This design comes from an exercise in tuning for small area, a short achievable clock period and few clock cycles per item on the open sky130 flow, not from production work.
Power and IR drop assume default switching activity.

Setup of indigo:
==> flow/design.v <==
package tsbd_pkg;
    localparam logic [1:0] FMT_RGBA8888 = 2'd0;
    localparam logic [1:0] FMT_RGBA4444 = 2'd1;
    localparam logic [1:0] FMT_RGB565   = 2'd2;
    localparam logic [1:0] FMT_RGBA5551 = 2'd3;
endpackage
module texel_stream_to_bgra_decoder_core (
    input  logic        aclk,
    input  logic        aresetn,
    input  logic        cfg_wr_en,
    input  logic [2:0]  cfg_addr,
    input  logic [13:0] cfg_wdata,
    input  logic        s_valid,
    output logic        s_ready,
    input  logic [31:0] s_texel_word,
    output logic        m_valid,
    input  logic        m_ready,
    output logic [23:0] m_pixel_index,
    output logic [7:0]  m_blue,
    output logic [7:0]  m_green,
    output logic [7:0]  m_red,
    output logic [7:0]  m_alpha,
    output logic        m_image_end
);
    logic [1:0]  fmt_reg;
    logic        tiled_reg;
    logic [11:0] wm1_reg;    
    logic [11:0] hm1_reg;    
    logic [12:0] pm1_reg;    
    logic [12:0] x_reg;
    logic [11:0] y_reg;
    logic [23:0] l_reg;
    logic [23:5] t_reg;
    logic        xin_reg;    
    logic        yin_reg;    
    logic        pge_reg;    
    logic        skid_v;
    logic        cfg_we_r;
    logic [2:0]  cfg_addr_r;
    logic [13:0] cfg_wdata_r;
    logic        rdy_reg;    
    logic [31:0] skid_word;
    logic        m_v;
    logic [23:0] m_idx;
    logic [7:0]  m_b, m_g, m_r, m_a;
    logic        m_end;
    logic        cfg_hit, acc, out_free, keep, endp, adv, load_out;
    logic        xw, yh, xp, x_last, y_last, cend, rend;
    logic [12:0] xp1;
    logic [11:0] yp1;
    logic [23:0] l_plus_w;
    logic [31:0] src_word;
    logic [7:0]  dec_b, dec_g, dec_r, dec_a;
    logic [11:0] wd_dec, dim_m1;
    logic [12:0] pitch_m1;
    logic        wd_zero;
    assign wd_dec  = cfg_wdata_r[11:0] - 12'd1;
    assign wd_zero = (cfg_wdata_r[11:0] == 12'd0);
    assign dim_m1  = cfg_wdata_r[12] ? 12'hFFF : (wd_zero ? 12'd0 : wd_dec);
    assign pitch_m1 = cfg_wdata_r[13] ? 13'h1FFF :
                      wd_zero ? (cfg_wdata_r[12] ? 13'h0FFF : 13'd0) :
                      {cfg_wdata_r[12], wd_dec};
    assign cfg_hit  = cfg_we_r && (cfg_addr_r <= 3'd4);
    assign s_ready  = rdy_reg;
    assign acc      = s_valid && rdy_reg;
    assign out_free = !m_v || m_ready;
    assign xp1 = x_reg + 13'd1;
    assign yp1 = y_reg + 12'd1;
    assign xw  = (x_reg == {1'b0, wm1_reg});
    assign yh  = (y_reg == hm1_reg);
    assign xp  = (x_reg == pm1_reg);
    assign keep = xin_reg && yin_reg;
    assign endp = xw && yh;
    assign load_out = out_free && (skid_v || (acc && keep));
    assign adv      = (skid_v && out_free) || (acc && (!keep || out_free));
    assign x_last = xw || !xin_reg;
    assign y_last = yh || !yin_reg;
    assign cend   = tiled_reg ? (&x_reg[4:0]) : (x_last && (xp || pge_reg));
    assign rend   = tiled_reg ? (&y_reg[4:0]) : 1'b1;
    logic [24:0] l_plus_w_c;
    assign l_plus_w_c = {l_reg, 1'b1} + {12'd0, wm1_reg, 1'b1};
    assign l_plus_w   = l_plus_w_c[24:1];
    always_ff @(posedge aclk) begin
        cfg_we_r    <= aresetn && cfg_wr_en;
        cfg_addr_r  <= cfg_addr;
        cfg_wdata_r <= cfg_wdata;
    end
    always_ff @(posedge aclk) begin
        if (!aresetn) begin
            fmt_reg   <= 2'd1;
            tiled_reg <= 1'b0;
            wm1_reg   <= 12'd0;
            hm1_reg   <= 12'd0;
            pm1_reg   <= 13'd0;
        end else if (cfg_we_r) begin
            case (cfg_addr_r)
                3'd0: fmt_reg   <= cfg_wdata_r[1:0];
                3'd1: tiled_reg <= cfg_wdata_r[0];
                3'd2: wm1_reg   <= dim_m1;
                3'd3: hm1_reg   <= dim_m1;
                3'd4: pm1_reg   <= pitch_m1;
                default: ;
            endcase
        end
    end
    always_ff @(posedge aclk) begin
        if (!aresetn || cfg_hit) begin
            x_reg   <= '0;
            y_reg   <= '0;
            l_reg   <= '0;
            t_reg   <= '0;
            xin_reg <= 1'b1;
            yin_reg <= 1'b1;
            pge_reg <= 1'b0;
        end else if (adv) begin
            if (!cend) begin
                x_reg   <= xp1;
                xin_reg <= xin_reg && !xw;
                pge_reg <= pge_reg || xp;
            end else if (tiled_reg && !rend) begin
                x_reg   <= {x_reg[12:5], 5'd0};
                xin_reg <= 1'b1;
                y_reg   <= yp1;
                yin_reg <= yin_reg && !yh;
                l_reg   <= l_plus_w;
            end else if (tiled_reg && !x_last) begin
                x_reg   <= xp1;
                xin_reg <= 1'b1;
                y_reg   <= {y_reg[11:5], 5'd0};
                yin_reg <= 1'b1;
                l_reg   <= {t_reg, 5'd0};
            end else if (!y_last) begin
                x_reg   <= '0;
                xin_reg <= 1'b1;
                pge_reg <= 1'b0;
                y_reg   <= yp1;
                yin_reg <= 1'b1;
                l_reg   <= l_plus_w;
                t_reg   <= l_plus_w[23:5];
            end else begin
                x_reg   <= '0;
                xin_reg <= 1'b1;
                pge_reg <= 1'b0;
                y_reg   <= '0;
                yin_reg <= 1'b1;
                l_reg   <= '0;
                t_reg   <= '0;
            end
        end
    end
    assign src_word = skid_v ? skid_word : s_texel_word;
    always_comb begin
        case (fmt_reg)
            2'd0: begin
                dec_r = src_word[7:0];
                dec_g = src_word[15:8];
                dec_b = src_word[23:16];
                dec_a = src_word[31:24];
            end
            2'd1: begin
                dec_a = {src_word[3:0], src_word[3:0]};
                dec_b = {src_word[7:4], src_word[7:4]};
                dec_g = {src_word[11:8], src_word[11:8]};
                dec_r = {src_word[15:12], src_word[15:12]};
            end
            2'd2: begin
                dec_b = {src_word[4:0], src_word[4:2]};
                dec_g = {src_word[10:5], src_word[10:9]};
                dec_r = {src_word[15:11], src_word[15:13]};
                dec_a = 8'hFF;
            end
            default: begin
                dec_a = src_word[0] ? 8'hFF : 8'h00;
                dec_b = {src_word[5:1], src_word[5:3]};
                dec_g = {src_word[10:6], src_word[10:8]};
                dec_r = {src_word[15:11], src_word[15:13]};
            end
        endcase
    end
    always_ff @(posedge aclk) begin
        if (!aresetn) begin
            skid_v  <= 1'b0;
            rdy_reg <= 1'b1;
            m_v     <= 1'b0;
        end else begin
            if (skid_v) begin
                skid_v  <= !out_free;
                rdy_reg <= out_free;
            end else begin
                skid_v  <= acc && keep && !out_free;
                rdy_reg <= !(acc && keep && !out_free) &&
                           !(cfg_wr_en && (cfg_addr <= 3'd4));
            end
            if (out_free) m_v <= skid_v || (acc && keep);
        end
    end
    always_ff @(posedge aclk) begin
        if (!skid_v) skid_word <= s_texel_word;
    end
    always_ff @(posedge aclk) begin
        if (load_out) begin
            m_idx <= l_reg + {12'd0, x_reg[11:0]};
            m_end <= endp;
            m_b   <= dec_b;
            m_g   <= dec_g;
            m_r   <= dec_r;
            m_a   <= dec_a;
        end
    end
    assign m_valid       = m_v;
    assign m_pixel_index = m_idx;
    assign m_blue        = m_b;
    assign m_green       = m_g;
    assign m_red         = m_r;
    assign m_alpha       = m_a;
    assign m_image_end   = m_end;
endmodule
export LEC_CHECK = 0
export CAP_MARGIN = 20
export CORE_MARGIN = 2
export CORE_UTILIZATION = 65
export CTS_CLUSTER_DIAMETER = 80
export CTS_CLUSTER_SIZE = 24
export PLACE_DENSITY = 0.75
export SETUP_SLACK_MARGIN = 3.8
export SLEW_MARGIN = 20
create_clock -name core_clock -period 6.5 [get_ports {aclk}]
standard.sh (not shown) runs the stock make flow with config.mk's settings and CLKGATE_MAP_FILE= SYNTH_SCRIPT=/design/flow/synth_recipe.tcl, a recipe that flattens the netlist after the stock synthesis.
==> flow/flow/run.sh <==
#!/bin/bash
# Standard layout, with the port buffers inserted as buf_2 cells.
cp standard.sh standard_sh.log
cp config.mk config_mk.log
export BUFFER_PORTS_ARGS="-buffer_cell sky130_fd_sc_hd__buf_2"
bash standard.sh > standard.log 2>&1
Setup changes, indigo to delta
diff --git a/flow/design.v b/flow/design.v
--- a/flow/design.v
+++ b/flow/design.v
@@ -48,21 +48,22 @@
     logic        xw, yh, xp, x_last, y_last, cend, rend;
     logic [12:0] xp1;
     logic [11:0] yp1;
     logic [23:0] l_plus_w;
     logic [31:0] src_word;
     logic [7:0]  dec_b, dec_g, dec_r, dec_a;
-    logic [11:0] wd_dec, dim_m1;
-    logic [12:0] pitch_m1;
-    logic        wd_zero;
-    assign wd_dec  = cfg_wdata_r[11:0] - 12'd1;
-    assign wd_zero = (cfg_wdata_r[11:0] == 12'd0);
-    assign dim_m1  = cfg_wdata_r[12] ? 12'hFFF : (wd_zero ? 12'd0 : wd_dec);
-    assign pitch_m1 = cfg_wdata_r[13] ? 13'h1FFF :
-                      wd_zero ? (cfg_wdata_r[12] ? 13'h0FFF : 13'd0) :
-                      {cfg_wdata_r[12], wd_dec};
+    function automatic logic [11:0] dim_m1(input logic [12:0] d);
+        if (d[12])              dim_m1 = 12'hFFF;
+        else if (d[11:0] == '0) dim_m1 = 12'd0;
+        else                    dim_m1 = d[11:0] - 12'd1;
+    endfunction
+    function automatic logic [12:0] pitch_m1(input logic [13:0] d);
+        if (d[13])              pitch_m1 = 13'h1FFF;
+        else if (d[12:0] == '0) pitch_m1 = 13'd0;
+        else                    pitch_m1 = d[12:0] - 13'd1;
+    endfunction
     assign cfg_hit  = cfg_we_r && (cfg_addr_r <= 3'd4);
     assign s_ready  = rdy_reg;
     assign acc      = s_valid && rdy_reg;
     assign out_free = !m_v || m_ready;
     assign xp1 = x_reg + 13'd1;
     assign yp1 = y_reg + 12'd1;
@@ -74,15 +75,17 @@
     assign load_out = out_free && (skid_v || (acc && keep));
     assign adv      = (skid_v && out_free) || (acc && (!keep || out_free));
     assign x_last = xw || !xin_reg;
     assign y_last = yh || !yin_reg;
     assign cend   = tiled_reg ? (&x_reg[4:0]) : (x_last && (xp || pge_reg));
     assign rend   = tiled_reg ? (&y_reg[4:0]) : 1'b1;
-    logic [24:0] l_plus_w_c;
-    assign l_plus_w_c = {l_reg, 1'b1} + {12'd0, wm1_reg, 1'b1};
-    assign l_plus_w   = l_plus_w_c[24:1];
+    logic [14:0] lw_lo;
+    logic [10:0] l_hi_inc;
+    assign lw_lo    = {1'b0, l_reg[12:0], 1'b1} + {2'b0, wm1_reg, 1'b1};
+    assign l_hi_inc = l_reg[23:13] + 11'd1;
+    assign l_plus_w = {lw_lo[14] ? l_hi_inc : l_reg[23:13], lw_lo[13:1]};
     always_ff @(posedge aclk) begin
         cfg_we_r    <= aresetn && cfg_wr_en;
         cfg_addr_r  <= cfg_addr;
         cfg_wdata_r <= cfg_wdata;
     end
     always_ff @(posedge aclk) begin
@@ -93,15 +96,15 @@
             hm1_reg   <= 12'd0;
             pm1_reg   <= 13'd0;
         end else if (cfg_we_r) begin
             case (cfg_addr_r)
                 3'd0: fmt_reg   <= cfg_wdata_r[1:0];
                 3'd1: tiled_reg <= cfg_wdata_r[0];
-                3'd2: wm1_reg   <= dim_m1;
-                3'd3: hm1_reg   <= dim_m1;
-                3'd4: pm1_reg   <= pitch_m1;
+                3'd2: wm1_reg   <= dim_m1(cfg_wdata_r[12:0]);
+                3'd3: hm1_reg   <= dim_m1(cfg_wdata_r[12:0]);
+                3'd4: pm1_reg   <= pitch_m1(cfg_wdata_r);
                 default: ;
             endcase
         end
     end
     always_ff @(posedge aclk) begin
         if (!aresetn || cfg_hit) begin
Relative to indigo, buffer share of cell area has decreased by 1.2 points in delta.
delta vs. indigo: power share of the combinational group went up by 0.4 points.
Between indigo and delta, the flow reports final wirelength decreasing by a few percent.
Synthesized area (higher): delta
Worst path setup slack after routing ended up 0.12 ns higher on delta than on indigo.
Diff delta and indigo: met1 usage in global routing lower in delta
Depth of the critical timing path with buffers and inverters included: delta vs indigo up 2
Summary of delta over indigo: total global-route track usage decreased by 2.8 points relative to the old numbers; buffer count excluding the clock tree in the final layout went down by about 11%; final cell count has decreased.
No run of this note included a check of the RTL's function; only the layout flow was run.

## re-timing with driven ports
The flow's constraints put no driver on any port. The routed layouts listed below were extracted and timed again, unchanged, in two steps.
Step 1 (the two cells are an assumption about what drives the block):
set clk [get_ports {aclk}]
set_driving_cell -lib_cell sky130_fd_sc_hd__clkbuf_16 $clk
set_driving_cell -lib_cell sky130_fd_sc_hd__buf_2 [delete_from_list [all_inputs] $clk]
Step 2 adds t to the input delays and takes it off the output delays; t is the mean of the earliest and latest rising clock arrival at the registers after step 1. Input paths then give back, and output paths get back, about the clock's delay inside the block.
Three values: ideal ports, drivers, drivers and shift; two values: the first two.
| run | t (ns) | setup WS [ns] | hold WS [ns] | latest minus earliest clock arrival (ns) | slew at the worst register clock pin (ns) |
|---|---|---|---|---|---|
| indigo | 0.518 | 3.758 / 3.758 / 3.330 | 0.459 / 0.459 / 0.459 | 0.013 / 0.013 | 0.09 / 0.09 |
| delta | 0.516 | 3.878 / 3.878 / 3.430 | 0.455 / 0.455 / 0.455 | 0.029 / 0.029 | 0.10 / 0.10 |
After both steps every run listed still meets setup and hold. The setup slack of delta, which loses most, moves by 0.000 ns with the drivers and by -0.448 ns with both steps.
